Background: an optimization exercise with open tools, aiming at small area, a short achievable clock period and few clock cycles per item. Do not read the settings as production practice.
Where RTL was checked, it was by simulation tests only, not by an equivalence proof against the original.
Function not checked in runs 1 to 7: the RTL went through the layout flow alone.
Power figures rest on the tool's default switching activity, not on a simulated workload.

==> design/flow/config.mk <==
export PLATFORM = sky130hd
export DESIGN_NAME = crypt_machine
export DESIGN_NICKNAME = crypt_machine
export VERILOG_FILES = /design/flow/design.v
export SDC_FILE = /design/flow/constraint.sdc
export NUM_CORES = 4
export LEC_CHECK = 0
export CAP_MARGIN = 20
export CORE_MARGIN = 2
export CORE_UTILIZATION = 40
export SLEW_MARGIN = 20
==> design/flow/flow/run.sh <==
#!/bin/bash
set -euo pipefail
export SETUP_SLACK_MARGIN=8.0
export BUFFER_PORTS_ARGS="-buffer_cell sky130_fd_sc_hd__buf_4"
bash standard.sh > standard.log 2>&1
==> design/flow/design.v <==
package tea_pkg;
    typedef logic [31:0] word_t;
    localparam word_t tea_delta = 32'h9e3779b9;
    function automatic logic [1023:0] sum_table();
        logic [1023:0] t;
        word_t s;
        s = '0;
        for (int j = 0; j < 32; j++) begin
            s = s + tea_delta;
            t[j*32 +: 32] = s;
        end
        sum_table = t;
    endfunction
    localparam logic [1023:0] sum_tab = sum_table();
    function automatic logic [32:0] add32(input word_t a, input word_t b, input logic cin);
        word_t pp, gg, p0, g0, c;
        int    j;
        p0 = a ^ b;
        g0 = a & b;
        pp = p0;
        gg = g0;
        gg[0] = gg[0] | (pp[0] & cin);
        for (int l = 0; l < 5; l++) begin
            for (int i = 31; i >= 0; i--) begin
                if (l > 0 && i == (1 << l)) begin
                    gg[i] = g0[i] | (p0[i] & g0[i - 1]) | (p0[i] & p0[i - 1] & gg[i - 2]);
                    pp[i] = p0[i] & p0[i - 1] & pp[i - 2];
                end else if ((i >> l) & 1) begin
                    j = ((i >> l) << l) - 1;
                    gg[i] = gg[i] | (pp[i] & gg[j]);
                    pp[i] = pp[i] & pp[j];
                end
            end
        end
        c = {gg[30:0], cin};
        add32 = {gg[31], p0 ^ c};
    endfunction
endpackage
`timescale 1ns/1ps
module crypt_machine #(
    parameter int data_in_w = 32,
    parameter int rounds    = 32
) (
    input  logic                  clk,
    input  logic                  resetn,
    input  logic [data_in_w-1:0]  data_in,
    input  logic                  go,
    input  logic                  decrypt,
    output logic                  done,
    output tea_pkg::word_t        display
);
    logic            s_load;       
    logic            s_load_rel;   
    logic            s_wait_op;    
    logic            s_run;        
    logic            s_wait_dec;   
    logic            s_wait_clr;   
    logic            s_clr_rel;    
    logic            running;      
    logic [2:0]      widx;
    logic            dec;        
    logic [6:0]      t;          
    logic [4:0]      sidx;       
    tea_pkg::word_t  p, q;
    tea_pkg::word_t  r0, r1, r2, r3;
    tea_pkg::word_t  g;          
    logic            cin;
    tea_pkg::word_t  s;          
    logic start_enc, start_dec, start;
    assign start_enc = s_wait_op && go;
    assign start_dec = (s_wait_op && !go && decrypt) || (s_wait_dec && decrypt);
    assign start     = start_enc || start_dec;
    logic last;
    assign last = running && t[6];
    tea_pkg::word_t nw;
    logic           ovf;
    assign {ovf, nw} = tea_pkg::add32(p, g, cin);
    logic [27:0] a_x, a_y, a_z, a_s, a_c;
    logic [32:0] a_sum;
    assign a_x   = p[27:0];
    assign a_y   = g[27:0];
    assign a_z   = r0[31:4];
    assign a_s   = a_x ^ a_y ^ a_z;
    assign a_c   = (a_x & a_y) | (a_x & a_z) | (a_y & a_z);
    assign a_sum = tea_pkg::add32({4'd0, a_s}, {4'd0, a_c[26:0], cin}, 1'b0);
    tea_pkg::word_t b_s, b_c;
    logic [32:0]    b_sum;
    assign b_s   = p ^ g ^ s;
    assign b_c   = (p & g) | (p & s) | (g & s);
    assign b_sum = tea_pkg::add32(b_s, {b_c[30:0], cin}, 1'b0);
    tea_pkg::word_t c_z, c_s, c_c;
    logic [32:0]    c_sum;
    logic           c27;
    assign c_z   = {r1[26:0], 5'd0};
    assign c_s   = p ^ g ^ c_z;
    assign c_c   = (p & g) | (p & c_z) | (g & c_z);
    assign c_sum = tea_pkg::add32(c_s, {c_c[30:0], cin}, 1'b0);
    assign c27   = ovf ? (c_c[31] && c_sum[32]) : (c_c[31] || c_sum[32]);
    logic [4:0] r1_hi, r1_hi1;
    assign r1_hi  = r1[31:27];
    assign r1_hi1 = r1[31:27] + 5'd1;
    tea_pkg::word_t f_nx;
    assign f_nx = {a_sum[27:0], r0[3:0]} ^ b_sum[31:0] ^
                  {c27 ? r1_hi1 : r1_hi, c_sum[31:5]};
    logic       dec_n, m_n;
    logic [4:0] sidx_n;
    assign dec_n = start ? start_dec : (running ? dec : 1'b1);
    assign m_n   = start ? start_dec : (running && (!dec || (t[5:0] != 6'd63)));
    logic [4:0] sidx_r;
    always_comb begin
        if (!running) begin
            sidx_r = 5'd31;
        end else if (t[0] ^ dec) begin
            sidx_r = dec ? sidx - 5'd1 : sidx + 5'd1;
        end else begin
            sidx_r = sidx;
        end
    end
    assign sidx_n = start_enc ? 5'd0 : sidx_r;
    always_ff @(posedge clk) begin
        g    <= (f_nx ^ {32{dec}}) & {32{m_n}};
        cin  <= m_n && dec;
        sidx <= sidx_n;
        s    <= start_enc ? tea_pkg::tea_delta : tea_pkg::sum_tab[sidx_r*32 +: 32];
    end
    logic load_q, load_p;
    assign load_q = s_load && (widx <= 3'd1);
    assign load_p = s_load_rel && (widx == 3'd0);
    logic rot, load_r2, load_r3;
    assign rot     = start || running ||
                     (s_load_rel && !go && ((widx == 3'd3) || (widx == 3'd5)));
    assign load_r2 = s_load && ((widx == 3'd2) || (widx == 3'd4));
    assign load_r3 = s_load && ((widx == 3'd3) || (widx == 3'd5));
    always_ff @(posedge clk) begin
        if (load_q || running || start) begin
            q <= load_q ? data_in : nw;
        end
        if (load_p || running || start) begin
            p <= q;
        end
        if (rot) begin
            r0 <= r2;
            r1 <= r3;
        end
        if (rot || load_r2) begin
            r2 <= load_r2 ? data_in : r0;
        end
        if (rot || load_r3) begin
            r3 <= load_r3 ? data_in : r1;
        end
    end
    logic last_word;
    assign last_word = (widx == 3'd5);
    always_ff @(posedge clk) begin
        if (!resetn) begin
            s_load     <= 1'b1;
            s_load_rel <= 1'b0;
            s_wait_op  <= 1'b0;
            s_run      <= 1'b0;
            s_wait_dec <= 1'b0;
            s_wait_clr <= 1'b0;
            s_clr_rel  <= 1'b0;
            running    <= 1'b0;
            widx       <= '0;
            done       <= 1'b0;
        end else begin
            s_load     <= (s_load && !go) || (s_load_rel && !go && !last_word) ||
                          (s_clr_rel && !go);
            s_load_rel <= (s_load || s_load_rel) && go;
            s_wait_op  <= (s_load_rel && !go && last_word) ||
                          (s_wait_op && !go && !decrypt);
            s_run      <= start || (s_run && !done);
            s_wait_dec <= (s_run && done && !dec) || (s_wait_dec && !decrypt && !go);
            s_wait_clr <= (s_run && done && dec) || (s_wait_clr && !go);
            s_clr_rel  <= (s_wait_dec && !decrypt && go) || ((s_wait_clr || s_clr_rel) && go);
            running    <= start || (running && !t[6]);
            done       <= last;
            if (s_load_rel && !go) begin
                widx <= widx + 3'd1;
            end else if (s_clr_rel && !go) begin
                widx <= '0;
            end
        end
    end
    always_ff @(posedge clk) begin
        dec <= dec_n;
        if (start) begin
            t <= '0;
        end else if (running) begin
            t <= t + 7'd1;
        end
    end
    always_ff @(posedge clk) begin
        if (!resetn || s_clr_rel) begin
            display <= '0;
        end else if (last) begin
            display <= {nw[15:0], q[15:0]};
        end
    end
endmodule
==> design/flow/constraint.sdc <==
create_clock -name core_clock -period 12.0 [get_ports {clk}]
set_input_delay 2.4000 -clock core_clock [delete_from_list [all_inputs] [get_ports {clk}]]
set_output_delay 2.4000 -clock core_clock [all_outputs]
set_load 0.01 [all_outputs]
==> design/flow/standard.sh <==
#!/bin/bash
# synth_recipe.tcl (not shown) runs the flow's synth.tcl, then flattens the netlist and writes it again
# the make line also repeats each setting of config.mk as NAME=value (left out here)
make -C /OpenROAD-flow-scripts/flow DESIGN_CONFIG=/design/flow/config.mk WORK_HOME=/design/flow/orfs CLKGATE_MAP_FILE= SYNTH_SCRIPT=/design/flow/synth_recipe.tcl "${@:-finish}"
==> metrics.md, run 1 <==
| Metric | Value |
|---|---|
| Number of flops mapped to enable cells by yosys | `193` |
| Reg power frac | `0.435` |
| Share of cells above drive strength 1 | `0.1791` |
| CTS tree | `yes` |
| Gr ovfl total | `0` |
| GPL Wtd Cong | `0.9100` |
| DR WL/cell | `21.65 um` |
| Worst Hold Class | `reg -> reg` |
| Die area | `49910 um2` |
| Nets | `roughly 2100` |
| Async SR Flop Fraction | `0` |
| Count of warnings emitted by yosys | `1` |
| RR Startpoint | `p[9]` |
| Leakage | `around 8.9 nW` |
| Mean post-synth cell area | `~11 um2` |
| Final Cycle Share | `0.3316` |
| DR DRC count | `0` |
| Drt total wl | `53.32 mm` |
| Critical Path RT | `12440 ps` |
| CP Capture Type | `flip-flop` |
| Root buf cell | `clkbuf_16` |
| DR pass1 iterations | `8` |
| Synth area leader | `edfxtp_1` |
| Top Ports | `between 60 and 70` |
| First-pass GRT wire length | `~81 mm` |
| P&R area growth vs syn | `15.89%` |
| Vias in the first global route | `13390` |
| Post-DP HPWL | `38.81 mm` |
| Antenna Cells | `0` |
| Largest net degree at the start of global routing | `40` |
| Mapped cell area | `slightly below 20000 um2` |
| Syn Inst Count | `1724` |
| Synth cell types | `78` |
| Fin. max-slew vios | `0` |
| P_int | `2.059 mW` |
| Crit path launch type | `flip-flop` |
| Sw Share | `0.2504` |
| Final setup violation count | `0` |
| Initial antenna violation count | `0` |
| Port-buffer cells | `68` |
| Routed vias | `roughly 13000` |
| Worst hold path depth | `0` |
| Slew margin rel. | `0.2770` |
| Remaining antenna violation count | `0` |
| VDD IR max | `about 0.076 mV` |
| Clock buffer depth | `3` |
| Global Route Usage Sum | `0.2141` |
| Critical path class | `reg -> reg` |
| R2r endpoint | `g[31]` |
| Final worst path period need | `3979 ps` |
| Cell area power density | `123.1 nW/um2` |
| Power Total | `2.746 mW` |
| Die height | `~220 um` |
| Core ar. | `approximately 48000 um2` |
| Hold endpoint | `r1[21]` |
| Clock share of power | `0.429` |
| Top_reg_cell synth | `edfxtp_1` |
| H-tree depth | `2` |
| Flop2flop setup slack | `8020 ps` |
| R2R cell count | `13` |
| Worst Path Arrival | `4420 ps` |
| Flop and latch count out of synthesis | `314` |
| CTS Sinks | `314` |
| Most common cell in the netlist | `edfxtp_1` |
| Die extent in x | `223.4 um` |
| Clk Latency, worst-skew pair | `roughly 550 ps` |
| Worst slew pin tran | `1082 ps` |
| Num CTS Buffers | `37` |
| FP Rows | `80` |
| Top-area cell type share of the netlist area | `0.3010` |
| Most instantiated cells after synthesis | `edfxtp_1, nand2_1, xnor2_1` |
| RSZ-0062 raised after global routing | `true` |
| Initial Util | `0.4041` |
| Hold Path Origin | `r3[21]` |
| Syn nets | `1994` |
| Endpoints failing hold | `0` |
| Status | `timing/DRC/antenna clean` |
| Sequential share of the synthesized area | `0.4268` |
| Clock-pin slew on the worst setup and hold paths | `~60 ps` |
| Skew final | `29.12 ps` |
| Final TNS setup | `0 ps` |
| Crit-path max FO | `5` |
| Combinational Power Share | `0.136` |
| Vias per Instance | `5.461` |
| Initial DRC count | `1148` |
| Max Fclk | `251.3 MHz` |
| Number of max-cap violations | `0` |
| Synth top area cells | `edfxtp_1, dfxtp_1, fa_1` |
| Net Switching | `between 600 and 700 uW` |
## flip-flops by register name (all words and copies together), names as in the netlist, 3 cells and up
name / count
display: 32
g: 32
p: 32
q: 32
r0: 32
r1: 32
r2: 32
r3: 32
s: 32
sidx: 5
t: 7
widx: 3
## critical path: stages, from the launching register on
cell      delay, ps
edfxtp_1        470
buf_4           190
fa_1            470
ha_1            370
a21oi_1         150
o21ai_0         140
a221o_1         370
a21oi_4         260
nor4_2          100
o32a_1          390
a21o_1          230
a21oi_1         170
xnor3_1         250
mux2_4          310
## power groups by stage
stage          Clock [mW]  Sequential, mW  Combinational, mW
6_report             1.18            1.19              0.374
3_3_place_gp            0            1.22              0.343
3_5_place_dp            0            1.22              0.348
5_1_grt              1.24            1.20              0.408
4_1_cts              1.20            1.20              0.360
2_1_floorplan           0            1.21              0.270
## how the worst max path moves through the flow
stage / from / to / slack [ps] / cells after the start
final: p[9] / g[31] / 8020 / 13
after global routing: p[5] / g[31] / 7900 / 12
after CTS: decrypt / r3[16] / 7890 / 5
after detailed placement: decrypt / r0[4] / 7190 / 6
after global placement: decrypt / r1[17] / 7240 / 6
after floorplan: decrypt / r0[0] / 7690 / 4
## area by class of cell
| cell class | count | area, um2 |
|---|---|---|
| Clock buffer | 53 | 1109 |
| Clock inverter | 14 | 163.9 |
| Fill cell | 4330 | 25330 |
| Inverter | 48 | 190.2 |
| Multi-Input combinational cell | 1304 | 10950 |
| Sequential cell | 314 | 8228 |
| Tap cell | 615 | 769.5 |
| Timing Repair Buffer | 113 | 892.1 |
| Timing Repair inverter | 2 | 12.51 |
## kinds of logic (layout without fill, tap and decap cells)
kind of cell,count (synthesis),count (layout),synth area share
compound gates,360,360,0.1214
xor+xnor,215,215,0.1021
fa+ha+maj,235,235,0.1889
buf+inv,106,230,0.02092
flops,314,314,0.4268
mux,74,74,0.04327
simple gates,420,420,0.09662
## placed cells by master, fill, tap and decap left out, drive strengths merged, types with 18 or more instances in the layout
master / Yosys / routed
edfxtp: 193 / 193
nand2: 189 / 189
xnor2: 175 / 175
a21oi: 143 / 143
ha: 141 / 141
dfxtp: 121 / 121
nor2: 113 / 113
buf: 15 / 113
fa: 93 / 93
mux2: 68 / 68
a21o: 53 / 53
clkbuf: 43 / 53
o21ai: 52 / 52
inv: 48 / 48
xor2: 34 / 34
nand3: 24 / 24
nor2b: 18 / 18
## metal layers
layer  global-route usage  part of all wire  wire length (um)
met3              0.02542             0.044              2366
met5                    0                 0                 0
met4              0.07355             0.030              1622
met1               0.2991              0.46             24780
met2               0.3453              0.46             24550
## metrics by stage
stage	hold slack, ps	setup slack [ps]	util	cells	area, um2
finish	411.5	8021	0.4684	2463	22320
global placement	400.4	7235	0.4300	2361	20490
global route	415.0	7897	0.4684	2463	22320
floorplan	400.3	7688	-	1724	19300
detailed placement	404.5	7193	0.4300	2361	20490
CTS	406.6	7893	0.4609	2447	21960
## timing repair
action	in CTS	in global routing
setup endpoints to repair	55	40
hold buffers	0	0
gates resized for setup	13	45
pin swaps	7	23
cloned	1	1
setup buffers	18	13
==> inputs of run 2 (changes only) <==
--- a/design/flow/design.v
+++ b/design/flow/design.v
@@ -22,13 +22,9 @@
         gg[0] = gg[0] | (pp[0] & cin);
         for (int l = 0; l < 5; l++) begin
             for (int i = 31; i >= 0; i--) begin
-                if (l > 0 && i == (1 << l)) begin
-                    gg[i] = g0[i] | (p0[i] & g0[i - 1]) | (p0[i] & p0[i - 1] & gg[i - 2]);
-                    pp[i] = p0[i] & p0[i - 1] & pp[i - 2];
-                end else if ((i >> l) & 1) begin
-                    j = ((i >> l) << l) - 1;
-                    gg[i] = gg[i] | (pp[i] & gg[j]);
-                    pp[i] = pp[i] & pp[j];
+                if (i >= (1 << l)) begin
+                    gg[i] = gg[i] | (pp[i] & gg[i - (1 << l)]);
+                    pp[i] = pp[i] & pp[i - (1 << l)];
                 end
             end
         end
==> design/flow/flow/run.sh (replaced) <==
#!/bin/bash
set -euo pipefail
export SETUP_SLACK_MARGIN=8.4
export BUFFER_PORTS_ARGS="-buffer_cell sky130_fd_sc_hd__buf_4"
bash standard.sh > standard.log 2>&1
==> run 2 against run 1 <==
  * Still clean on timing, DRC and antenna
  * Die area grew 4.7%
  * Clock power shrank 5%
  * Sequential share of layout area shrank 2.6 points
  * Setup slack gained 28 ps
  * Via count grew 14%
  * Largest cell class unchanged
==> metrics.md, run 2 <==
| Metric | Value |
|---|---|
| Share of cells above drive strength 1 | `0.1903` |
| Flop2flop setup slack | `8050 ps` |
| Combinational Power Share | `0.153` |
| Fill cell count | `4539` |
| CTS Sinks | `between 300 and 400` |
| Worst Path Arrival | `4420 ps` |
| Sw Share | `0.2631` |
| Port-buffer cells | `68` |
| DR DRC count | `0` |
| Skew final | `around 34 ps` |
| Synth top area cells | `edfxtp_1, dfxtp_1, fa_1` |
| H-tree depth | `2` |
| Top Ports | `69` |
| Most frequent cells in the layout | `nand2_1, edfxtp_1, xnor2_1, a21oi_1, buf_4` |
| CP Capture Type | `flip-flop` |
| Fin. max-slew vios | `0` |
| Most common cell after layout, fill and taps aside | `nand2_1` |
| Max Fclk | `253.1 MHz` |
| CTS tree | `yes` |
| Remaining antenna violation count | `0` |
| Top-area cell type share of the netlist area | `0.2871` |
| P&R area growth vs syn | `18.76%` |
| DR pass1 iterations | `6` |
| VDD IR max | `0.08869 mV` |
| # hold bufs at CTS | `0` |
| Final worst path period need | `3952 ps` |
| Gr ovfl total | `0` |
| Status | `timing/DRC/antenna clean` |
| Drt total wl | `61.70 mm` |
| Most instantiated cells after synthesis | `nand2_1, edfxtp_1, xnor2_1` |
| Syn nets | `2173` |
| Hold endpoint | `p[21]` |
| FP Rows | `82` |
| Number of max-cap violations | `0` |
| Post-DP HPWL | `roughly 45 mm` |
| Flop and latch count out of synthesis | `about 310` |
| First-pass GRT wire length | `92.92 mm` |
| Sequential share of the synthesized area | `0.4071` |
| Mean post-synth cell area | `10.61 um2` |
| Hold Path Origin | `q[21]` |
| Crit-path max FO | `3` |
| Reg power frac | `0.436` |
| Mapped cell area | `20190 um2` |
| Final TNS setup | `0 ps` |
| Initial DRC count | `1324` |
| Clock buffer depth | `3` |
| Leakage | `9.570 nW` |
| Core ar. | `roughly 50000 um2` |
| Synth cell types | `77` |
| Vias per Instance | `5.623` |
| Final core occ | `0.4798` |
| DR WL/cell | `22.54 um` |
| Vias in the first global route | `15180` |
| Count of warnings emitted by yosys | `1` |
| Critical path class | `reg -> reg` |
| Setup WS pre-CTS | `7200 ps` |
| Initial antenna violation count | `0` |
| Die height | `228.6 um` |
| Nets | `2307` |
| Top_reg_cell synth | `edfxtp_1` |
| Crit path launch type | `flip-flop` |
| RR Startpoint | `p[0]` |
| Final Cycle Share | `0.3293` |
| Cell area power density | `roughly 110 nW/um2` |
| RSZ-0062 raised after global routing | `true` |
| Routed vias | `15390` |
| Net Switching | `718.9 uW` |
| Number of flops mapped to enable cells by yosys | `193` |
| Slew margin rel. | `0.3004` |
| Setup ws final | `8048 ps` |
| Worst hold path depth | `0` |
| Clock share of power | `0.411` |
| Die extent in x | `around 230 um` |
| Initial Util | `0.4040` |
| Worst slew pin tran | `1046 ps` |
| Synth area leader | `edfxtp_1` |
| Critical Path RT | `12470 ps` |
| Final setup violation count | `0` |
| Clk Latency, worst-skew pair | `560 ps` |
| Antenna Cells | `0` |
| R2R cell count | `13` |
| Global Route Usage Sum | `0.2327` |
| Root buf cell | `clkbuf_16` |
| Largest net degree at the start of global routing | `42` |
| Clock-pin slew on the worst setup and hold paths | `60 ps` |
| P_int | `2.013 mW` |
| Worst Hold Class | `reg -> reg` |
| Async SR Flop Fraction | `0` |
| R2r endpoint | `g[28]` |
| Die area | `52280 um2` |
| Endpoints failing hold | `0` |
| Most common cell in the netlist | `nand2_1` |
| Syn Inst Count | `1903` |
| Num CTS Buffers | `37` |
| GPL Wtd Cong | `~0.90` |
[run 2: kinds of logic after synthesis]
group	after synthesis	share of synthesized area
fa+ha+maj	234	0.1796
mux	73	0.04035
buf+inv	117	0.02182
compound gates	470	0.1486
xor+xnor	212	0.09676
simple gates	483	0.1057
flops	314	0.4071
[run 2: critical path, cell delays in order (launching register included)]
cell      delay (ps)
edfxtp_1         500
fa_1             540
ha_4             190
fa_2             350
a21o_1           160
a21o_1           190
a211o_1          320
a211o_1          370
a31oi_4          210
o21ai_2          120
a41o_1           300
a311oi_2         320
xnor3_1          250
nor2_1            80
[run 2: worst max-delay path by stage]
| stage | from | depth (start not counted) | to | slack, ps |
|---|---|---|---|---|
| CTS | p[0] | 13 | g[30] | 7980 |
| finish | p[0] | 13 | g[28] | 8050 |
| global route | p[0] | 13 | g[28] | 7920 |
| global placement | decrypt | 6 | r1[9] | 7250 |
| detailed placement | decrypt | 6 | r0[15] | 7200 |
| floorplan | decrypt | 4 | r0[0] | 7690 |
[run 2: area by class of cell]
cell class | instances | area [um2] | share of cell area
Clock buffer | 45 | 977.2 | 0.04076
Clock inverter | 22 | 206.4 | 0.008612
Inverter | 54 | 214.0 | 0.008925
Multi-Input combinational cell | 1472 | 12230 | 0.5102
Sequential cell | 314 | 8224 | 0.3431
Tap cell | 672 | 840.8 | 0.03507
Timing Repair Buffer | 156 | 1264 | 0.05272
Timing Repair inverter | 2 | 15.01 | 0.0006263
[run 2: power groups by stage]
stage                     logic [mW]  clock network (mW)  registers (mW)
final                          0.419                1.12            1.19
after global routing           0.454                1.18            1.19
after CTS                      0.398                1.14            1.19
after detailed placement       0.364                   0            1.22
after global placement         0.359                   0            1.22
after floorplan                0.278                   0            1.20
[run 2: repair_timing]
action | in CTS | in global routing
buffers inserted | 42 | 38
gates resized for setup | 88 | 49
pin swaps | 46 | 36
endpoints found under the setup margin | 183 | 119
cloned | 2 | 0
[run 2: routing by layer]
layer,track usage,vias to the layer above,share of wire
met4,0.07312,0,0.032
met1,0.3082,7674,0.43
met5,0,-,0
met2,0.3909,492,0.48
li1,-,7116,-
met3,0.03655,108,0.057
[run 2: stage by stage]
step | instances | total power [mW] | hold slack [ps] | cell area, um2
global route | 2737 | 2.826 | 412.4 | 23970
global placement | 2587 | 1.576 | 400.6 | 21460
finish | 2737 | 2.732 | 395.1 | 23970
floorplan | 1903 | 1.483 | 400.3 | 20280
CTS | 2699 | 2.732 | 401.4 | 23480
detailed placement | 2588 | 1.582 | 404.5 | 21490
==> inputs of run 3 (changes only) <==
==> design/flow/flow/run.sh (replaced) <==
#!/bin/bash
set -euo pipefail
export SETUP_SLACK_MARGIN=8.0
export BUFFER_PORTS_ARGS="-buffer_cell sky130_fd_sc_hd__buf_4"
bash standard.sh > standard.log 2>&1
==> run 3 against run 2 <==
  * Sequential power about the same
  * Clock power about the same
  * Total power decreased by 1.4%
  * Critical path type unchanged
  * Sequential share of layout area increased by 1.1 points
  * Routed wire length decreased by 1.3%
  * Setup slack got worse by 51 ps
  * Still clean
  * Synthesized area unchanged
  * Critical path depth unchanged
  * Critical endpoint unchanged
  * Sequential cell count unchanged
  * Global-route usage decreased by 0.18 points
  * Die area unchanged
  * Design area decreased by 3.2%
==> metrics.md, run 3 <==
| Metric | Value |
|---|---|
| Hold endpoint | `r0[12]` |
| Routed vias | `between 15000 and 20000` |
| Die height | `between 200 and 250 um` |
| Die area | `52280 um2` |
| Num CTS Buffers | `37` |
| Post-route design area | `23210 um2` |
| Count of warnings emitted by yosys | `1` |
| Post-DP HPWL | `45.41 mm` |
| Max Fclk | `between 200 and 250 MHz` |
| Worst Hold Class | `reg -> reg` |
| Vias per Instance | `roughly 5.6` |
| Hold Path Origin | `r2[12]` |
| Gr ovfl total | `0` |
| Clock-pin slew on the worst setup and hold paths | `60 ps` |
| Number of max-cap violations | `0` |
| Async SR Flop Fraction | `0` |
| CTS tree | `yes` |
| Flop and latch count out of synthesis | `between 300 and 400` |
| Die extent in x | `228.6 um` |
| Synth cell types | `77` |
| GPL Wtd Cong | `0.9638` |
| # hold bufs at CTS | `0` |
| Critical Path RT | `12500 ps` |
| Slew margin rel. | `0.2712` |
| Final Cycle Share | `0.3336` |
| DR DRC count | `0` |
| VDD IR max | `between 0.08 and 0.09 mV` |
| Root buf cell | `clkbuf_16` |
| Final TNS setup | `0 ps` |
| Placed cell areas | `21470 um2` |
| Most frequent cells in the layout | `nand2_1, edfxtp_1, xnor2_1, a21oi_1, ha_1` |
| Synth area leader | `edfxtp_1` |
| Port-buffer cells | `68` |
| Mean post-synth cell area | `10.61 um2` |
| Cell area power density | `~120 nW/um2` |
| Most instantiated cells after synthesis | `nand2_1, edfxtp_1, xnor2_1` |
| Fin. max-slew vios | `0` |
| Leakage | `between 9 and 10 nW` |
| Core ar. | `49970 um2` |
| Mapped cell area | `20190 um2` |
| DR WL/cell | `22.59 um` |
| R2R cell count | `13` |
| Critical path's slowest cell | `fa_1` |
| Clock buffer depth | `3` |
| Crit path launch type | `flip-flop` |
| Sequential share of the synthesized area | `0.4071` |
| Most common cell after layout, fill and taps aside | `nand2_1` |
| Synth top area cells | `edfxtp_1, dfxtp_1, fa_1` |
| R2r endpoint | `g[28]` |
| H-tree depth | `2` |
| RR Startpoint | `p[1]` |
| Final worst path period need | `roughly 4000 ps` |
| CP Capture Type | `flip-flop` |
| Worst hold path depth | `0` |
| CP max stage delay | `530 ps` |
| Skew final | `24.29 ps` |
| Flop2flop setup slack | `8000 ps` |
| Vias in the first global route | `14880` |
| Largest net degree at the start of global routing | `65` |
| Drt total wl | `approximately 60 mm` |
| Worst Path Arrival | `4500 ps` |
| Endpoints failing hold | `0` |
| Syn Inst Count | `1903` |
| Initial Util | `0.4040` |
| Initial antenna violation count | `0` |
| Crit path max-delay family | `compound AO/OA/AOI/OAI gates` |
| Top Ports | `69` |
| Worst slew pin tran | `1089 ps` |
| Final setup violation count | `0` |
| P&R area growth vs syn | `14.98%` |
| Top_reg_cell synth | `edfxtp_1` |
| Most common cell in the netlist | `nand2_1` |
| RSZ-0062 raised after global routing | `true` |
| DR pass1 iterations | `6` |
| Antenna Cells | `0` |
| Top-area cell type share of the netlist area | `0.2871` |
| FP Rows | `82` |
| Global Route Usage Sum | `0.2309` |
| Share of cells above drive strength 1 | `0.1492` |
| Clk Latency, worst-skew pair | `570 ps` |
| Syn nets | `2173` |
| Status | `timing/DRC/antenna clean` |
| CP cell instances | `fa_1, buf_6, fa_2, a21o_1, a21o_1, a211o_1, a211o_1, a31oi_4, o21ai_4, a41o_1, a311oi_2, xnor3_1, nor2_1` |
| Initial DRC count | `1538` |
| First-pass GRT wire length | `~91 mm` |
| Nets | `2265` |
| CTS Sinks | `314` |
| Buffers & Inverters on Critical Path | `1` |
| Crit-path max FO | `4` |
| Number of flops mapped to enable cells by yosys | `193` |
| Remaining antenna violation count | `0` |
| Critical path class | `reg -> reg` |
[run 3: cell counts after synthesis]
No cell type changed its count.
[run 3: per-stage QoR]
step	hold slack, ps	power [mW]	utilization	setup slack, ps	std cells
floorplan	400.3	1.480	-	7687	1903
global placement	400.4	1.578	0.4294	7597	2590
detailed placement	404.5	1.582	0.4297	7548	2591
CTS	409.6	2.698	0.4559	7985	2667
global route	421.4	2.797	0.4645	7852	2696
finish	408.2	2.695	0.4645	7997	2696
[run 3: layer usage]
layer / up-vias / wire (um) / GRT usage
li1: 7042 / - / -
met1: 7520 / 27240 / 0.3248
met2: 557 / 26590 / 0.3476
met3: 111 / 4772 / 0.05077
met4: 0 / 2290 / 0.08721
met5: - / 0 / 0
[run 3: final cells by class]
cell class,count,area [um2]
fill,4622,26760
multi-input combinational,1472,11860
sequential,314,8218
clock buffer,50,1026
timing repair buffer,116,905.9
tap,672,840.8
inverter,54,210.2
clock inverter,18,152.6
[run 3: worst max path at each step]
stage               slack, ps    start  cells past startpoint     end
floorplan                7690  decrypt                      4   r0[0]
global placement         7600  decrypt                      5  r2[21]
detailed placement       7550  decrypt                      5  r2[21]
CTS                      7990     p[1]                     12   g[28]
global route             7850      dec                     11   s[11]
finish                   8000     p[1]                     13   g[28]
[run 3: logic make-up (layout without fill, tap and decap cells)]
kind of cell,count (synthesis),count (layout),share of synthesized area
XOR/XNOR,212,212,0.09676
AND/OR/NAND/NOR,483,483,0.1057
buffers and inverters,117,238,0.02182
AO/OA/AOI/OAI,470,470,0.1486
flip-flops,314,314,0.4071
multiplexers,73,73,0.04035
adder cells (fa/ha/maj),234,234,0.1796
[run 3: what timing repair did]
action / 4_1_cts / 5_1_grt
hold endpoints to repair: 0 / 0
pin swaps: 17 / 24
buffers inserted: 8 / 27
gates resized for setup: 17 / 33
endpoints found under the setup margin: 15 / 22
[run 3: power by group]
group          internal (mW)  switching, mW
Combinational          0.180          0.213
Sequential              1.17         0.0246
Clock                  0.630          0.480
Total                   1.98          0.717
==> inputs of run 4 (changes only) <==
--- a/design/flow/design.v
+++ b/design/flow/design.v
@@ -22,9 +22,13 @@
         gg[0] = gg[0] | (pp[0] & cin);
         for (int l = 0; l < 5; l++) begin
             for (int i = 31; i >= 0; i--) begin
-                if (i >= (1 << l)) begin
-                    gg[i] = gg[i] | (pp[i] & gg[i - (1 << l)]);
-                    pp[i] = pp[i] & pp[i - (1 << l)];
+                if (l > 0 && i == (1 << l)) begin
+                    gg[i] = g0[i] | (p0[i] & g0[i - 1]) | (p0[i] & p0[i - 1] & gg[i - 2]);
+                    pp[i] = p0[i] & p0[i - 1] & pp[i - 2];
+                end else if ((i >> l) & 1) begin
+                    j = ((i >> l) << l) - 1;
+                    gg[i] = gg[i] | (pp[i] & gg[j]);
+                    pp[i] = pp[i] & pp[j];
                 end
             end
         end
@@ -56,7 +60,6 @@
     logic [2:0]      widx;
     logic            dec;        
     logic [6:0]      t;          
-    logic [4:0]      sidx;       
     tea_pkg::word_t  p, q;
     tea_pkg::word_t  r0, r1, r2, r3;
     tea_pkg::word_t  g;          
@@ -99,25 +102,15 @@
     assign f_nx = {a_sum[27:0], r0[3:0]} ^ b_sum[31:0] ^
                   {c27 ? r1_hi1 : r1_hi, c_sum[31:5]};
     logic       dec_n, m_n;
-    logic [4:0] sidx_n;
     assign dec_n = start ? start_dec : (running ? dec : 1'b1);
     assign m_n   = start ? start_dec : (running && (!dec || (t[5:0] != 6'd63)));
-    logic [4:0] sidx_r;
-    always_comb begin
-        if (!running) begin
-            sidx_r = 5'd31;
-        end else if (t[0] ^ dec) begin
-            sidx_r = dec ? sidx - 5'd1 : sidx + 5'd1;
-        end else begin
-            sidx_r = sidx;
-        end
-    end
-    assign sidx_n = start_enc ? 5'd0 : sidx_r;
+    logic [4:0] jh, sidx;
+    assign jh   = t[5:1] + {4'd0, dec | t[0]};
+    assign sidx = running ? (jh ^ {5{dec}}) : 5'd31;
     always_ff @(posedge clk) begin
         g    <= (f_nx ^ {32{dec}}) & {32{m_n}};
         cin  <= m_n && dec;
-        sidx <= sidx_n;
-        s    <= start_enc ? tea_pkg::tea_delta : tea_pkg::sum_tab[sidx_r*32 +: 32];
+        s    <= start_enc ? tea_pkg::tea_delta : tea_pkg::sum_tab[sidx*32 +: 32];
     end
     logic load_q, load_p;
     assign load_q = s_load && (widx <= 3'd1);
==> design/flow/flow/run.sh (replaced) <==
#!/bin/bash
set -euo pipefail
export SETUP_SLACK_MARGIN=8.2
export BUFFER_PORTS_ARGS="-buffer_cell sky130_fd_sc_hd__buf_4"
bash standard.sh > standard.log 2>&1
==> run 4 against run 3 <==
  * Highest routed layer unchanged
  * Synthesized area decreased by 5.1%
  * Register-to-register slack improved by 80 ps
  * Sequential cell count decreased by 5
  * Critical path type unchanged
  * Still clean
==> metrics.md, run 4 <==
| Metric | Value |
|---|---|
| Cell area power density | `125.4 nW/um2` |
| Final worst path period need | `3925 ps` |
| Core ar. | `~48000 um2` |
| Max Fclk | `around 250 MHz` |
| Syn nets | `2001` |
| DR WL/cell | `20.57 um` |
| Final setup violation count | `0` |
| Remaining antenna violation count | `0` |
| Crit path launch type | `flip-flop` |
| Worst slew pin tran | `765.6 ps` |
| CP Launch Point | `p[0]` |
| Mean post-synth cell area | `11.08 um2` |
| RR Startpoint | `p[0]` |
| CTS tree | `yes` |
| GPL Wtd Cong | `0.8961` |
| Most common cell in the netlist | `edfxtp_1` |
| Endpoints failing hold | `0` |
| Slew margin rel. | `0.4859` |
| Hold Path Origin | `r2[24]` |
| Initial antenna violation count | `0` |
| Fin. max-slew vios | `0` |
| Skew final | `14.02 ps` |
| Placed cell areas | `20370 um2` |
| Nets | `2105` |
| Vias in the first global route | `13550` |
| Num CTS Buffers | `37` |
| Clk Latency, worst-skew pair | `560 ps` |
| Met1 Wirelength | `~23 mm` |
| Met2 WL post-DR | `23.47 mm` |
| Die extent in x | `222.8 um` |
| Top Ports | `69` |
| Top_reg_cell synth | `edfxtp_1` |
| DR DRC count | `0` |
| Count of warnings emitted by yosys | `1` |
| Number of flops mapped to enable cells by yosys | `just under 200` |
| Drt total wl | `~51 mm` |
| Mapped cell area | `19150 um2` |
| Setup WS pre-CTS | `~7600 ps` |
| Synth top area cells | `edfxtp_1, dfxtp_1, fa_1` |
| Clock-pin slew on the worst setup and hold paths | `60 ps` |
| Final TNS setup | `0 ps` |
| CP Capture Type | `flip-flop` |
| Leakage | `8.927 nW` |
| Highest metal layer with signal wires | `met4` |
| Critical path class | `reg -> reg` |
| VDD IR max | `approximately 0.074 mV` |
| Sequential share of the synthesized area | `0.4238` |
| RSZ-0062 raised after global routing | `true` |
| Share of cells above drive strength 1 | `0.1762` |
| Routed wl met3 | `2.535 mm` |
| Synth cell types | `70` |
| Worst hold slack | `412.5 ps` |
| Post-route design area | `roughly 22000 um2` |
| H-tree depth | `2` |
| Async SR Flop Fraction | `0` |
| Gr ovfl total | `0` |
| Port-buffer cells | `68` |
| FP Rows | `80` |
| P&R area growth vs syn | `16.72%` |
| Syn Inst Count | `1729` |
| # hold bufs at CTS | `0` |
| Most instantiated cells after synthesis | `edfxtp_1, nand2_1, xnor2_1` |
| Die area | `just under 50000 um2` |
| Clock buffer depth | `3` |
| Root buf cell | `clkbuf_16` |
| Placed cells | `2367` |
| DR pass1 iterations | `5` |
| Initial DRC count | `between 1000 and 1500` |
| Number of max-cap violations | `0` |
| First-pass GRT wire length | `78.47 mm` |
| Routed vias | `13410` |
| Final Cycle Share | `0.3271` |
| Post-DP HPWL | `36.54 mm` |
| Flop and latch count out of synthesis | `309` |
| Initial Util | `0.4028` |
| Worst Path Arrival | `4400 ps` |
| Global Route Usage Sum | `0.2059` |
| Most frequent cells in the layout | `edfxtp_1, xnor2_1, nand2_1, ha_1, a21oi_1` |
| Synth area leader | `edfxtp_1` |
| Top-area cell type share of the netlist area | `0.3026` |
| Vias per Instance | `5.412` |
| Crit-path max FO | `4` |
| Die height | `about 220 um` |
| Worst Hold Class | `reg -> reg` |
| Final Non-Filler Cells | `2478` |
| CTS Sinks | `309` |
| Status | `timing/DRC/antenna clean` |
| Setup ws final | `8075 ps` |
| Critical Path RT | `12480 ps` |
| Most common cell after layout, fill and taps aside | `edfxtp_1` |
| Largest net degree at the start of global routing | `65` |
==> run 4: changes by cell type in the layout (fill, tap and decap cells not counted), sizes merged, moves of 8 or more <==
cell | previous run | this run
nand2 | 214 | 187
o21ai | 94 | 68
a21oi | 160 | 139
nor2 | 126 | 105
nor2b | 21 | 8
o211ai | 26 | 14
o31ai | 1 | 13
a31oi | 19 | 8
a21o | 58 | 48
o21bai | 15 | 7
==> run 4: critical path: stages (launching register included) <==
cell and delay [ps]:
edfxtp_1 480, buf_6 160, fa_1 530, ha_2 180, inv_2 40, fa_2 380, nor2b_2 150, o211ai_1 170
a211o_1 410, a31oi_4 190, a31o_4 200, a21o_1 150, a21oi_1 90, xnor3_1 190, or3_1 370, a21oi_1 150
==> run 4: path summary, 6_finish.rpt <==
check                 to  slack (ps)  cells after the start
setup reg to reg   g[30]        8070                     15
hold reg to reg   r0[24]         410                      0
hold / removal    r0[24]         410                      0
setup / recovery   g[30]        8070                     15
==> run 4: logic make-up (layout without fill, tap and decap cells) <==
| logic type | Yosys count | count (layout) | share of synthesized area |
|---|---|---|---|
| AND/OR/NAND/NOR | 411 | 411 | 0.09485 |
| adder cells (fa/ha/maj) | 238 | 238 | 0.1913 |
| XOR/XNOR | 221 | 221 | 0.1039 |
| flip-flops | 309 | 309 | 0.4238 |
| multiplexers | 70 | 70 | 0.04089 |
| other | 0 | 1 | 0 |
| AO/OA/AOI/OAI | 370 | 370 | 0.1235 |
| buffers and inverters | 110 | 243 | 0.02169 |
==> run 4: timing repair <==
| action | CTS | global route |
|---|---|---|
| pin swaps | 19 | 35 |
| setup endpoints to repair | 81 | 64 |
| gates resized for setup | 24 | 40 |
| setup buffers | 12 | 29 |
==> run 4: power breakdown <==
group          internal [mW]  switching (mW)  total, mW
Sequential              1.15          0.0234       1.17
Combinational          0.178           0.198      0.376
Clock                  0.788           0.468       1.26
Total                   2.11           0.689       2.80
==> run 4: per-stage QoR <==
stage,total power [mW],utilization
2_1_floorplan,1.459,-
3_3_place_gp,1.540,0.4283
3_5_place_dp,1.545,0.4283
4_1_cts,2.819,0.4617
5_1_grt,2.908,0.4702
6_report,2.803,0.4702
==> run 4: routing by layer <==
metal | vias up | GRT usage
met2 | 345 | 0.3292
met4 | 0 | 0.07318
li1 | 6363 | -
met3 | 87 | 0.03465
met1 | 6615 | 0.2822
met5 | - | 0
==> run 4: cell type report <==
class | count | area (um2)
fill | 4284 | 25190
clock buffer | 46 | 1032
inverter | 54 | 209.0
antenna | 1 | 2.502
multi-input combinational | 1310 | 10950
timing repair buffer | 121 | 939.7
sequential | 309 | 8120
clock inverter | 22 | 330.3
tap | 615 | 769.5
==> inputs of run 5 (changes only) <==
==> design/flow/flow/run.sh (replaced) <==
#!/bin/bash
set -euo pipefail
export SETUP_SLACK_MARGIN=8.0
export BUFFER_PORTS_ARGS="-buffer_cell sky130_fd_sc_hd__buf_4"
bash standard.sh > standard.log 2>&1
==> run 5 against run 4 <==
  * Final cell count decreased by 1.0%
  * First-iteration DRC count decreased by 3.3%
  * Critical path depth decreased by 2
  * Setup slack improved by 47 ps
  * Sequential share of layout area increased by 0.58 points
  * Critical path type unchanged
  * Register-to-register slack improved by 50 ps
  * Largest cell class unchanged
  * Still clean on timing, DRC and antenna
  * Sequential power about the same
==> metrics.md, run 5 <==
| Metric | Value |
|---|---|
| Status | `timing/DRC/antenna clean` |
| Vias in the first global route | `13460` |
| Most common cell after layout, fill and taps aside | `edfxtp_1` |
| Post-DP HPWL | `36.54 mm` |
| Leakage | `8.770 nW` |
| First-pass GRT wire length | `78.02 mm` |
| R2r endpoint | `g[18]` |
| Synth top area cells | `edfxtp_1, dfxtp_1, fa_1` |
| Worst Hold Class | `reg -> reg` |
| Routed vias | `13280` |
| Top Ports | `69` |
| Die area | `49650 um2` |
| CP Capture Type | `flip-flop` |
| Num CTS Buffers | `37` |
| Gr ovfl total | `0` |
| Fin. max-slew vios | `0` |
| Initial antenna violation count | `0` |
| Critical path class | `reg -> reg` |
| Post-route design area | `22000 um2` |
| Fill cell count | `roughly 4300` |
| Flop and latch count out of synthesis | `309` |
| Endpoints failing hold | `0` |
| Vias per Instance | `5.414` |
| Root buf cell | `clkbuf_16` |
| Clk Latency, worst-skew pair | `560 ps` |
| Skew final | `14.58 ps` |
| Worst hold path depth | `0` |
| Hold endpoint | `r0[25]` |
| Critical Path RT | `12420 ps` |
| R2R cell count | `13` |
| Final worst path period need | `3878 ps` |
| Mean post-synth cell area | `roughly 11 um2` |
| Count of warnings emitted by yosys | `1` |
| Power Total | `between 2 and 3 mW` |
| Async SR Flop Fraction | `0` |
| DR pass1 iterations | `6` |
| DR DRC count | `0` |
| Final Non-Filler Cells | `around 2500` |
| Clock buffer depth | `3` |
| Remaining antenna violation count | `0` |
| CTS tree | `yes` |
| FP Rows | `80` |
| Clock-pin slew on the worst setup and hold paths | `about 60 ps` |
| H-tree depth | `2` |
| Final Cycle Share | `0.3231` |
| Most instantiated cells after synthesis | `edfxtp_1, nand2_1, xnor2_1` |
| Max Fclk | `257.9 MHz` |
| Sequential share of the synthesized area | `0.4238` |
| Placed cells | `approximately 2400` |
| Cell area power density | `~130 nW/um2` |
| Die height | `222.8 um` |
| Final setup violation count | `0` |
| VDD IR max | `0.07409 mV` |
| Global Route Usage Sum | `0.2047` |
| RSZ-0062 raised after global routing | `true` |
| Initial DRC count | `1098` |
| # hold bufs at CTS | `0` |
| P&R area growth vs syn | `14.88%` |
| Nets | `2079` |
| Flop2flop setup slack | `between 8000 and 9000 ps` |
| Largest net degree at the start of global routing | `65` |
| Mapped cell area | `approximately 19000 um2` |
| DR WL/cell | `20.62 um` |
| Number of flops mapped to enable cells by yosys | `193` |
| Hold Path Origin | `r2[25]` |
| Crit-path max FO | `3` |
| Number of max-cap violations | `0` |
| Syn Inst Count | `between 1500 and 2000` |
| Syn nets | `2001` |
| Most common cell in the netlist | `edfxtp_1` |
| RR Startpoint | `p[2]` |
| Most frequent cells in the layout | `edfxtp_1, nand2_1, xnor2_1, ha_1, a21oi_1` |
| CTS Sinks | `309` |
| Top-area cell type share of the netlist area | `0.3026` |
| Die extent in x | `~220 um` |
| Worst slew pin tran | `1125 ps` |
| Port-buffer cells | `68` |
| GPL Wtd Cong | `0.8961` |
| Synth cell types | `70` |
| Crit path launch type | `flip-flop` |
| Drt total wl | `50.55 mm` |
| Core ar. | `~48000 um2` |
| Initial Util | `0.4028` |
| Slew margin rel. | `0.2472` |
| Placed cell areas | `20370 um2` |
| Final TNS setup | `0 ps` |
| Synth area leader | `edfxtp_1` |
| Top_reg_cell synth | `edfxtp_1` |
| Share of cells above drive strength 1 | `0.1531` |
| Worst Path Arrival | `4300 ps` |
run 5: cell counts after synthesis:
Identical to the previous run, type by type.
run 5: cells by family after synthesis:
group	share of synthesized area
AOI/OAI and AO/OA	0.1235
buffers and inverters	0.02169
muxes	0.04089
xor gates and xnor gates	0.1039
and+or+nand+nor	0.09485
DFF	0.4238
adders and majority gates	0.1913
run 5: per-layer routing:
layer	vias to the layer above	wire (um)	GRT usage
met5	-	0	0
met4	0	1605	0.06928
met3	89	2579	0.03465
met2	352	23080	0.3285
met1	6526	23290	0.2809
li1	6309	-	-
run 5: layout make-up:
cell class / instances / area (um2) / area share
multi-input combinational: 1310 / 10820 / 0.4919
sequential: 309 / 8119 / 0.3690
clock buffer: 46 / 1032 / 0.04691
tap: 615 / 769.5 / 0.03497
timing repair buffer: 95 / 716.9 / 0.03258
clock inverter: 22 / 330.3 / 0.01501
inverter: 54 / 209.0 / 0.009496
antenna: 1 / 2.502 / 0.0001137
run 5: worst max path at each step:
stage | startpoint | end | slack (ps) | cells past startpoint
after CTS | p[0] | g[30] | 7860 | 14
final | p[2] | g[18] | 8120 | 13
after global placement | decrypt | r3[11] | 7620 | 5
after global routing | p[0] | q[27] | 7970 | 14
after detailed placement | decrypt | r3[16] | 7570 | 5
after floorplan | decrypt | r0[0] | 7690 | 4
run 5: worst max-delay path: stages (launching register included):
cell      delay [ps]
edfxtp_1         430
buf_4            180
fa_1             470
ha_1             350
nor2b_2          180
o211ai_1         390
a21oi_2          130
or4_1            520
a21o_1           230
a21o_1           210
a21o_1           230
xnor2_1          210
xor2_1           160
nor2_1            50
run 5: what timing repair did:
| item | 4_1_cts | 5_1_grt |
|---|---|---|
| gates resized for setup | 7 | 24 |
| setup endpoints to repair | 7 | 21 |
| buffers inserted | 0 | 16 |
| pin swaps | 2 | 17 |
run 5: report_power, final:
group	switching [mW]	internal (mW)	leakage (nW)
sequential	0.0242	1.15	2.72
combinational	0.193	0.169	5.39
clock	0.469	0.788	0.664
total	0.686	2.11	8.77
run 5: through the flow:
stage / utilization / hold WS [ps] / setup WS (ps)
floorplan: - / 400.3 / 7688
global placement: 0.4283 / 400.2 / 7621
detailed placement: 0.4283 / 404.5 / 7567
CTS: 0.4579 / 412.2 / 7858
global route: 0.4627 / 420.1 / 7971
finish: 0.4628 / 413.8 / 8122
==> inputs of run 6 (changes only) <==
==> design/flow/flow/run.sh (replaced) <==
#!/bin/bash
set -euo pipefail
export SETUP_SLACK_MARGIN=8.0
export BUFFER_PORTS_ARGS="-buffer_cell sky130_fd_sc_hd__buf_4"
bash standard.sh MATCH_CELL_FOOTPRINT=0 finish > standard.log 2>&1
==> run 6 against run 5 <==
  * Still clean on timing, DRC and antenna
  * Sequential power hardly changed
  * Final cell count is 0.45% higher
  * Design area is 0.16% higher
  * Sequential cell count stayed put
  * Critical path type unchanged
  * Largest cell class unchanged
==> metrics.md, run 6 <==
| Metric | Value |
|---|---|
| RSZ-0062 raised after global routing | `true` |
| Share of cells above drive strength 1 | `0.1629` |
| Top Ports | `between 60 and 70` |
| Mean post-synth cell area | `11.08 um2` |
| Crit-path max FO | `4` |
| Final setup violation count | `0` |
| Hold endpoint | `r1[5]` |
| Synth Area in Compound Gates | `0.1235` |
| Antenna Cells | `0` |
| Root buf cell | `clkbuf_16` |
| Endpoints failing hold | `0` |
| CP Capture Type | `flip-flop` |
| Initial Util | `0.4028` |
| Synth top area cells | `edfxtp_1, dfxtp_1, fa_1` |
| Cell area power density | `120.3 nW/um2` |
| CP cell instances | `buf_4, fa_1, ha_4, nor2b_2, o211ai_1, buf_4, a21oi_1, or4_4, a21o_1, a21o_1, a21o_1, a21oi_2, xnor2_1, nor2_1` |
| Count of warnings emitted by yosys | `1` |
| Mux cell area share after synthesis | `0.04089` |
| Most frequent cells in the layout | `edfxtp_1, nand2_1, xnor2_1, ha_1, a21oi_1` |
| Die extent in x | `roughly 220 um` |
| Top-area cell type share of the netlist area | `0.3026` |
| Final core occ | `0.4636` |
| Synth cell types | `70` |
| Hold Path Origin | `r3[5]` |
| Clk Latency, worst-skew pair | `between 500 and 600 ps` |
| Setup ws final | `8091 ps` |
| DR WL/cell | `20.64 um` |
| Nets | `2092` |
| Final worst path period need | `3909 ps` |
| Initial DRC count | `~1100` |
| Port-buffer cells | `68` |
| Crit path launch type | `flip-flop` |
| CTS Sinks | `309` |
| Final TNS setup | `0 ps` |
| Syn Inst Count | `1729` |
| Flop and latch count out of synthesis | `309` |
| Syn nets | `around 2000` |
| Clock-pin slew on the worst setup and hold paths | `60 ps` |
| Flop2flop setup slack | `~8100 ps` |
| Worst Hold Class | `reg -> reg` |
| Mapped cell area | `19150 um2` |
| RR Startpoint | `p[2]` |
| Crit path max-delay family | `compound AO/OA/AOI/OAI gates` |
| Buffers & Inverters on Critical Path | `2` |
| Num CTS Buffers | `38` |
| Critical path's slowest cell | `fa_1` |
| R2r endpoint | `g[19]` |
| Combinational Power Share | `0.140` |
| Max Fclk | `255.8 MHz` |
| Die area | `49650 um2` |
| CP max stage delay | `580 ps` |
| Most common cell after layout, fill and taps aside | `edfxtp_1` |
| FP Rows | `80` |
| Top_reg_cell synth | `edfxtp_1` |
| Drt total wl | `between 50 and 60 mm` |
| Core ar. | `47550 um2` |
| Most instantiated cells after synthesis | `edfxtp_1, nand2_1, xnor2_1` |
| Sequential share of the synthesized area | `0.4238` |
| Largest family of logic cells by synthesized area | `adder cells` |
| Most repeated library cell on the critical path | `a21o_1` |
| Adder-cell share of the synthesized area | `0.1913` |
| Vias in the first global route | `13460` |
| Critical path class | `reg -> reg` |
| Global Route Usage Sum | `0.2048` |
| Largest net degree at the start of global routing | `65` |
| Sw Share | `0.2575` |
| P&R area growth vs syn | `15.07%` |
| DR pass1 iterations | `5` |
| Async SR Flop Fraction | `0` |
| Skew final | `~22 ps` |
| Leakage | `8.743 nW` |
| Synth Area in XOR/XNOR | `0.1039` |
| Worst Path Arrival | `around 4300 ps` |
| R2R cell count | `14` |
| Worst hold path depth | `0` |
| DR DRC count | `0` |
| Number of max-cap violations | `0` |
| Post-DP HPWL | `36.42 mm` |
| Synth area leader | `edfxtp_1` |
| Clock share of power | `0.418` |
| Synth Area in Simple Gates | `0.09485` |
| Number of flops mapped to enable cells by yosys | `193` |
| Reg power frac | `0.442` |
| Placed cell areas | `between 20000 and 25000 um2` |
| GPL Wtd Cong | `0.9004` |
| Gr ovfl total | `0` |
| Post-route design area | `22040 um2` |
| Vias per Instance | `~5.4` |
| Remaining antenna violation count | `0` |
| Critical Path RT | `12420 ps` |
| Slew margin rel. | `0.2625` |
| Clock buffer depth | `3` |
| Setup WS pre-CTS | `7598 ps` |
| P_int | `~2 mW` |
| First-pass GRT wire length | `roughly 78 mm` |
| H-tree depth | `2` |
| # hold bufs at CTS | `0` |
| Initial antenna violation count | `0` |
| Fill cell count | `approximately 4400` |
| Final Cycle Share | `0.3257` |
| CTS tree | `yes` |
| Worst slew pin tran | `around 1100 ps` |
| VDD IR max | `0.07730 mV` |
| Routed vias | `13300` |
| Most common cell in the netlist | `edfxtp_1` |
| Die height | `222.8 um` |
| Status | `timing/DRC/antenna clean` |
| Fin. max-slew vios | `0` |
| Net Switching | `682.9 uW` |
## run 6: cell count changes in the layout (fill, tap and decap cells not counted), sizes merged
cell / delta
inv: -2
diode: -1
clkinvlp: +3
clkbuf: +4
bufinv: -7
clkinv: +2
buf: +12
## run 6: area by class of cell
type                       instances  area [um2]  area share
clock buffer                      50        1057     0.04797
clock inverter                    18       141.4    0.006415
inverter                          54       209.0    0.009481
multi-input combinational       1310       10910      0.4949
sequential                       309        8119      0.3684
tap                              615       769.5     0.03491
timing repair buffer             107       835.8     0.03792
## run 6: how the worst max path moves through the flow
stage | endpoint | from | cells past startpoint
3_3_place_gp | r2[17] | decrypt | 5
2_1_floorplan | r0[0] | decrypt | 4
3_5_place_dp | r2[16] | decrypt | 5
5_1_grt | q[27] | p[0] | 14
6_report | g[19] | p[2] | 14
4_1_cts | g[30] | p[0] | 13
## run 6: worst reg2reg max path, stage by stage, from the launching register on
cell      delay, ps
edfxtp_1        440
buf_4           180
fa_1            580
ha_4            230
nor2b_2         160
o211ai_1        350
buf_4           190
a21oi_1          90
or4_4           510
a21o_1          230
a21o_1          210
a21o_1          240
a21oi_2         190
xnor2_1         140
nor2_1           50
## run 6: routing by layer
| layer | share of wire | vias up | GRT usage | routed length, um |
|---|---|---|---|---|
| met5 | 0 | - | 0 | 0 |
| met4 | 0.025 | 0 | 0.05477 | 1248 |
| met3 | 0.046 | 68 | 0.03200 | 2341 |
| met2 | 0.46 | 324 | 0.3305 | 23490 |
| met1 | 0.47 | 6580 | 0.2869 | 23770 |
| li1 | - | 6331 | - | - |
## run 6: stage by stage
step / std cells / hold WS (ps) / power, mW
floorplan: 1729 / 400.3 / 1.459
global placement: 2367 / 400.1 / 1.541
detailed placement: 2367 / 404.5 / 1.545
CTS: 2440 / 412.3 / 2.661
global route: 2463 / 417.3 / 2.757
finish: 2463 / 414.5 / 2.652
## run 6: repair_timing
| item | in CTS | in global routing |
|---|---|---|
| endpoints found under the setup margin | 6 | 13 |
| pin swaps | 6 | 23 |
| buffers inserted | 5 | 22 |
| gates resized for setup | 7 | 37 |
## run 6: logic make-up after synthesis
family,after synthesis
buf+inv,110
simple gates,411
fa+ha+maj,238
flops,309
compound gates,370
mux,70
xor+xnor,221
## run 6: power groups by stage
stage          Clock [mW]  Sequential (mW)  Combinational, mW
2_1_floorplan           0             1.19              0.274
3_3_place_gp            0             1.20              0.345
3_5_place_dp            0             1.20              0.349
4_1_cts              1.13             1.17              0.354
5_1_grt              1.17             1.17              0.408
6_report             1.11             1.17              0.371
==> inputs of run 7 (changes only) <==
==> design/flow/flow/run.sh (replaced) <==
#!/bin/bash
set -euo pipefail
export SETUP_SLACK_MARGIN=8.4
export BUFFER_PORTS_ARGS="-buffer_cell sky130_fd_sc_hd__buf_4"
bash standard.sh MATCH_CELL_FOOTPRINT=0 finish > standard.log 2>&1
==> run 7 against run 6 <==
  * Still clean on timing, DRC and antenna
  * Sequential share of layout area is 1.4 points lower
  * Critical path depth stayed put
  * Sequential cell count stayed put
  * Sequential power hardly changed
  * Clock power is 5% higher
  * Design area is 3.9% higher
  * Maximum frequency is 1.7% higher
  * Final cell count is 2.1% higher
  * Utilization is 1.8 points higher
  * Largest power group unchanged
  * Die area stayed put
==> metrics.md, run 7 <==
| Metric | Value |
|---|---|
| Status | `timing/DRC/antenna clean` |
| R2R cell count | `14` |
| Nets | `2142` |
| Vias per Instance | `5.397` |
| Most common cell after layout, fill and taps aside | `edfxtp_1` |
| Routed vias | `~14000` |
| CP max stage delay | `570 ps` |
| Endpoints failing hold | `0` |
| Most instantiated cells after synthesis | `edfxtp_1, nand2_1, xnor2_1` |
| Share of cells above drive strength 1 | `0.2144` |
| Final core occ | `0.4818` |
| Synth top area cells | `edfxtp_1, dfxtp_1, fa_1` |
| VDD IR max | `around 0.073 mV` |
| Clk Latency, worst-skew pair | `560 ps` |
| Gr ovfl total | `0` |
| Drt total wl | `between 50 and 60 mm` |
| Initial antenna violation count | `1` |
| DR pass1 iterations | `5` |
| Syn nets | `between 2000 and 2500` |
| Number of flops mapped to enable cells by yosys | `193` |
| Worst slew pin tran | `780.2 ps` |
| Setup ws final | `8158 ps` |
| H-tree depth | `2` |
| Final Cycle Share | `0.3202` |
| Initial DRC count | `997` |
| Most repeated library cell on the critical path | `a21oi_2` |
| Mapped cell area | `19150 um2` |
| Worst Hold Class | `reg -> reg` |
| Most frequent cells in the layout | `edfxtp_1, nand2_1, xnor2_1, buf_4, ha_1` |
| Buffers & Inverters on Critical Path | `1` |
| # hold bufs at CTS | `0` |
| CTS tree | `yes` |
| DR DRC count | `0` |
| Flop2flop setup slack | `~8000 ps` |
| P&R area growth vs syn | `19.61%` |
| Root buf cell | `clkbuf_16` |
| Global Route Usage Sum | `0.2079` |
| Power Total | `2.742 mW` |
| Setup WS pre-CTS | `7594 ps` |
| Slew margin rel. | `0.4761` |
| CP cell instances | `fa_1, ha_2, inv_2, fa_2, nor2b_2, o211ai_1, a211o_1, a31oi_4, a31o_4, a21o_1, a21oi_2, xnor3_1, or3_4, a21oi_2` |
| Count of warnings emitted by yosys | `1` |
| Num CTS Buffers | `37` |
| Post-DP HPWL | `36.35 mm` |
| Most common cell in the netlist | `edfxtp_1` |
| Syn Inst Count | `1729` |
| Die extent in x | `222.8 um` |
| Max Fclk | `260.2 MHz` |
| Fin. max-slew vios | `0` |
| Critical Path RT | `12470 ps` |
| Crit path launch type | `flip-flop` |
| CTS Sinks | `approximately 310` |
| Synth area leader | `edfxtp_1` |
| Crit path max-delay family | `compound AO/OA/AOI/OAI gates` |
| Remaining antenna violation count | `0` |
| Number of max-cap violations | `0` |
| Critical path class | `reg -> reg` |
| First-pass GRT wire length | `79.01 mm` |
| Port-buffer cells | `68` |
| Clock buffer depth | `3` |
| Leakage | `between 9 and 10 nW` |
| Clock-pin slew on the worst setup and hold paths | `60 ps` |
| Async SR Flop Fraction | `0` |
| Top Ports | `a little under 70` |
| CP Capture Type | `flip-flop` |
| Worst hold slack | `roughly 400 ps` |
| Top-area cell type share of the netlist area | `0.3026` |
| Cell area power density | `119.7 nW/um2` |
| Skew final | `22.62 ps` |
| Vias in the first global route | `13540` |
| Largest net degree at the start of global routing | `65` |
| Final setup violation count | `0` |
| Core ar. | `47550 um2` |
| Die area | `49650 um2` |
| Final TNS setup | `0 ps` |
| CP Depth | `14` |
| Flop and latch count out of synthesis | `309` |
| Critical path's slowest cell | `fa_1` |
| DR WL/cell | `around 21 um` |
| GPL Wtd Cong | `0.9019` |
| Crit-path max FO | `3` |
| Mean post-synth cell area | `11.08 um2` |
| Sequential share of the synthesized area | `0.4238` |
| RSZ-0062 raised after global routing | `true` |
| Final worst path period need | `~3800 ps` |
| Die height | `roughly 220 um` |
| Synth cell types | `70` |
| FP Rows | `80` |
| Worst hold path depth | `0` |
| Initial Util | `0.4028` |
| Top_reg_cell synth | `edfxtp_1` |
| Worst Path Arrival | `4310 ps` |
-- run 7: cell counts after synthesis --
Identical to the previous run, type by type.
-- run 7: what timing repair did --
item / CTS / global route
pin swaps: 41 / 50
endpoints found under the hold margin: 0 / 0
setup buffers: 40 / 39
gates resized for setup: 48 / 80
endpoints found under the setup margin: 177 / 42
-- run 7: kinds of logic after synthesis --
group                    count (synthesis)  synth area share
adder cells (fa/ha/maj)                238            0.1913
flip-flops                             309            0.4238
multiplexers                            70           0.04089
AND/OR/NAND/NOR                        411           0.09485
buffers and inverters                  110           0.02169
XOR/XNOR                               221            0.1039
AO/OA/AOI/OAI                          370            0.1235
-- run 7: area by class of cell --
class	instances	area, um2
Clock inverter	20	240.2
Antenna cell	1	2.502
Sequential cell	309	8125
Clock buffer	47	1016
Multi-Input combinational cell	1310	11300
Inverter	54	212.7
Tap cell	615	769.5
Fill cell	4239	24640
Timing Repair Buffer	158	1245
-- run 7: report_power, final --
part	switching, mW	internal, mW	total, mW
Clock	0.459	0.710	1.17
Sequential	0.0199	1.15	1.17
Combinational	0.212	0.193	0.404
-- run 7: final timing paths --
path                              from      to
worst min-delay path            r3[23]  r1[23]
worst min register to register  r3[23]  r1[23]
worst max register to register    p[0]   g[30]
worst max-delay path              p[0]   g[30]
-- run 7: layer usage --
metal,track usage,up-vias,share of wire
li1,-,6421,-
met1,0.2857,6680,0.45
met2,0.3328,374,0.46
met3,0.03425,94,0.054
met4,0.07231,0,0.032
met5,0,-,0
-- run 7: stage by stage --
stage          cells  area [um2]
2_1_floorplan   1729       19240
3_3_place_gp    2366       20390
3_5_place_dp    2366       20390
4_1_cts         2473       22220
5_1_grt         2513       22910
6_report        2514       22910
==> inputs of run 8 (changes only) <==
--- a/design/flow/design.v
+++ b/design/flow/design.v
@@ -98,9 +98,13 @@
     logic [4:0] r1_hi, r1_hi1;
     assign r1_hi  = r1[31:27];
     assign r1_hi1 = r1[31:27] + 5'd1;
-    tea_pkg::word_t f_nx;
-    assign f_nx = {a_sum[27:0], r0[3:0]} ^ b_sum[31:0] ^
-                  {c27 ? r1_hi1 : r1_hi, c_sum[31:5]};
+    tea_pkg::word_t f_lo, g_nx;
+    logic [4:0]     x_hi, g_hi0, g_hi1;
+    assign f_lo  = {a_sum[27:0], r0[3:0]} ^ b_sum[31:0] ^ {5'd0, c_sum[31:5]};
+    assign x_hi  = f_lo[31:27] ^ {5{dec}};
+    assign g_hi0 = (x_hi ^ r1_hi)  & {5{m_n}};
+    assign g_hi1 = (x_hi ^ r1_hi1) & {5{m_n}};
+    assign g_nx  = {c27 ? g_hi1 : g_hi0, (f_lo[26:0] ^ {27{dec}}) & {27{m_n}}};
     logic       dec_n, m_n;
     assign dec_n = start ? start_dec : (running ? dec : 1'b1);
     assign m_n   = start ? start_dec : (running && (!dec || (t[5:0] != 6'd63)));
@@ -108,7 +112,7 @@
     assign jh   = t[5:1] + {4'd0, dec | t[0]};
     assign sidx = running ? (jh ^ {5{dec}}) : 5'd31;
     always_ff @(posedge clk) begin
-        g    <= (f_nx ^ {32{dec}}) & {32{m_n}};
+        g    <= g_nx;
         cin  <= m_n && dec;
         s    <= start_enc ? tea_pkg::tea_delta : tea_pkg::sum_tab[sidx*32 +: 32];
     end
==> design/flow/flow/run.sh (replaced) <==
#!/bin/bash
set -euo pipefail
export SETUP_SLACK_MARGIN=8.0
export BUFFER_PORTS_ARGS="-buffer_cell sky130_fd_sc_hd__buf_4"
bash standard.sh > standard.log 2>&1
==> run 8 against run 7 <==
  * Combinational power decreased by 9.9%
  * Non-clock buffer count decreased by 50
  * Still clean
  * Clock skew is 2.8 ps higher
  * Global-route usage fell by 0.33 points
  * Largest cell class unchanged
==> metrics.md, run 8 <==
| Metric | Value |
|---|---|
| Status | `timing/DRC/antenna clean` |
| H-tree depth | `2` |
| Max Fclk | `255.7 MHz` |
| Setup WS pre-CTS | `7456 ps` |
| Die height | `222.4 um` |
| Critical Path RT | `12480 ps` |
| GPL Wtd Cong | `0.9102` |
| Leakage | `8.688 nW` |
| Number of max-cap violations | `0` |
| Drt total wl | `50.80 mm` |
| Crit path launch type | `flip-flop` |
| Initial DRC count | `1014` |
| Most frequent cells in the layout | `edfxtp_1, xnor2_1, nand2_1, ha_1, a21oi_1` |
| Initial Util | `0.4022` |
| RSZ-0062 raised after global routing | `true` |
| Initial antenna violation count | `0` |
| Most common cell after layout, fill and taps aside | `edfxtp_1` |
| Syn nets | `1988` |
| Remaining antenna violation count | `0` |
| P&R area growth vs syn | `15.23%` |
| CTS tree | `yes` |
| Die area | `between 40000 and 50000 um2` |
| Routed vias | `13440` |
| DR WL/cell | `20.72 um` |
| Antenna Cells | `0` |
| Slew margin rel. | `0.2995` |
| Flop and latch count out of synthesis | `309` |
| Placed cells | `2356` |
| Clk Latency, worst-skew pair | `approximately 570 ps` |
| Skew final | `between 20 and 30 ps` |
| Final TNS setup | `0 ps` |
| Fin. max-slew vios | `0` |
| Number of flops mapped to enable cells by yosys | `193` |
| Clock-pin slew on the worst setup and hold paths | `approximately 60 ps` |
| Cell area power density | `roughly 130 nW/um2` |
| Top Ports | `around 70` |
| Nets | `2080` |
| Synth top area cells | `edfxtp_1, dfxtp_1, fa_1` |
| Port-buffer cells | `68` |
| Root buf cell | `clkbuf_16` |
| Top-area cell type share of the netlist area | `0.3037` |
| Count of warnings emitted by yosys | `1` |
| Final setup violation count | `0` |
| Clock buffer depth | `3` |
| Top_reg_cell synth | `edfxtp_1` |
| Syn Inst Count | `1716` |
| Worst slew pin tran | `around 1000 ps` |
| Critical path class | `reg -> reg` |
| Async SR Flop Fraction | `0` |
## run 8: changes by cell type after synthesis, sizes merged, moves of 6 or more
cell	delta
a211oi	+6
a21o	-7
and2	-7
inv	-9
nand2	-7
nand4	+6
nor2	+10
nor2b	+6
## run 8: layer usage
metal  up-vias  share of wire  global-route usage
li1       6308              -                   -
met1      6705           0.45              0.2748
met2       342           0.48              0.3460
met3        83          0.047             0.02605
met4         0          0.024             0.06084
met5         -              0                   0
## run 8: cell type report
class,count,area [um2]
Clock buffer,48,1061
Clock inverter,22,292.8
Fill cell,4397,25460
Inverter,45,172.7
Multi-Input combinational cell,1305,10760
Sequential cell,309,8119
Tap cell,615,769.5
Timing Repair Buffer,108,810.8
## run 8: cell families (layout without fill, tap and decap cells)
group / after synthesis / count (layout) / synth area share
XOR/XNOR: 221 / 221 / 0.1043
multiplexers: 68 / 68 / 0.04000
adder cells (fa/ha/maj): 237 / 237 / 0.1915
buffers and inverters: 102 / 223 / 0.02026
flip-flops: 309 / 309 / 0.4254
AO/OA/AOI/OAI: 369 / 369 / 0.1238
AND/OR/NAND/NOR: 410 / 410 / 0.09462
## run 8: critical path, cell delays in order, from the launching register on
cell	delay, ps
edfxtp_1	400
buf_4	150
fa_1	480
ha_4	200
fa_2	390
a211oi_2	270
o211ai_1	220
nand3_2	160
a21oi_2	70
a211o_4	310
a31o_4	240
and4_4	190
a2111oi_4	190
xnor3_1	440
nor2_1	110
## run 8: path summary, 6_finish.rpt
check / startpoint / end / slack [ps] / cells past startpoint
worst max-delay path: p[0] / g[31] / 8090 / 14
worst min-delay path: q[25] / p[25] / 410 / 0
worst max register to register: p[0] / g[31] / 8090 / 14
worst min register to register: q[25] / p[25] / 410 / 0
## run 8: metrics by stage
step | hold WS [ps] | instance area (um2)
6_report | 409.5 | 21990
4_1_cts | 413.1 | 21730
5_1_grt | 418.6 | 21990
3_5_place_dp | 404.5 | 20290
2_1_floorplan | 400.3 | 19130
3_3_place_gp | 400.5 | 20290
## run 8: what timing repair did
| action | CTS | global route |
|---|---|---|
| setup buffers | 6 | 20 |
| setup endpoints to repair | 8 | 45 |
| gates resized for setup | 10 | 17 |
| hold buffers | 0 | 0 |
| hold endpoints to repair | 0 | 0 |
| cloned | 0 | 0 |
| pin swaps | 6 | 19 |
## run 8: report_power, final
group,switching [mW],internal [mW]
logic,0.191,0.173
clock network,0.479,0.761
registers,0.0243,1.15
total,0.694,2.08
Testbench counts of run 8, summed over its fixed seeds: cycles 7,752, ops 96.

Re-timed with assumed drivers on the ports (clkbuf_16 on the clock, buf_2 on other inputs), run 8 has 8.089 ns of setup slack against 8.089 ns with ideal ports, and 7.563 ns once port delays also move by the mid clock arrival of 0.607 ns.
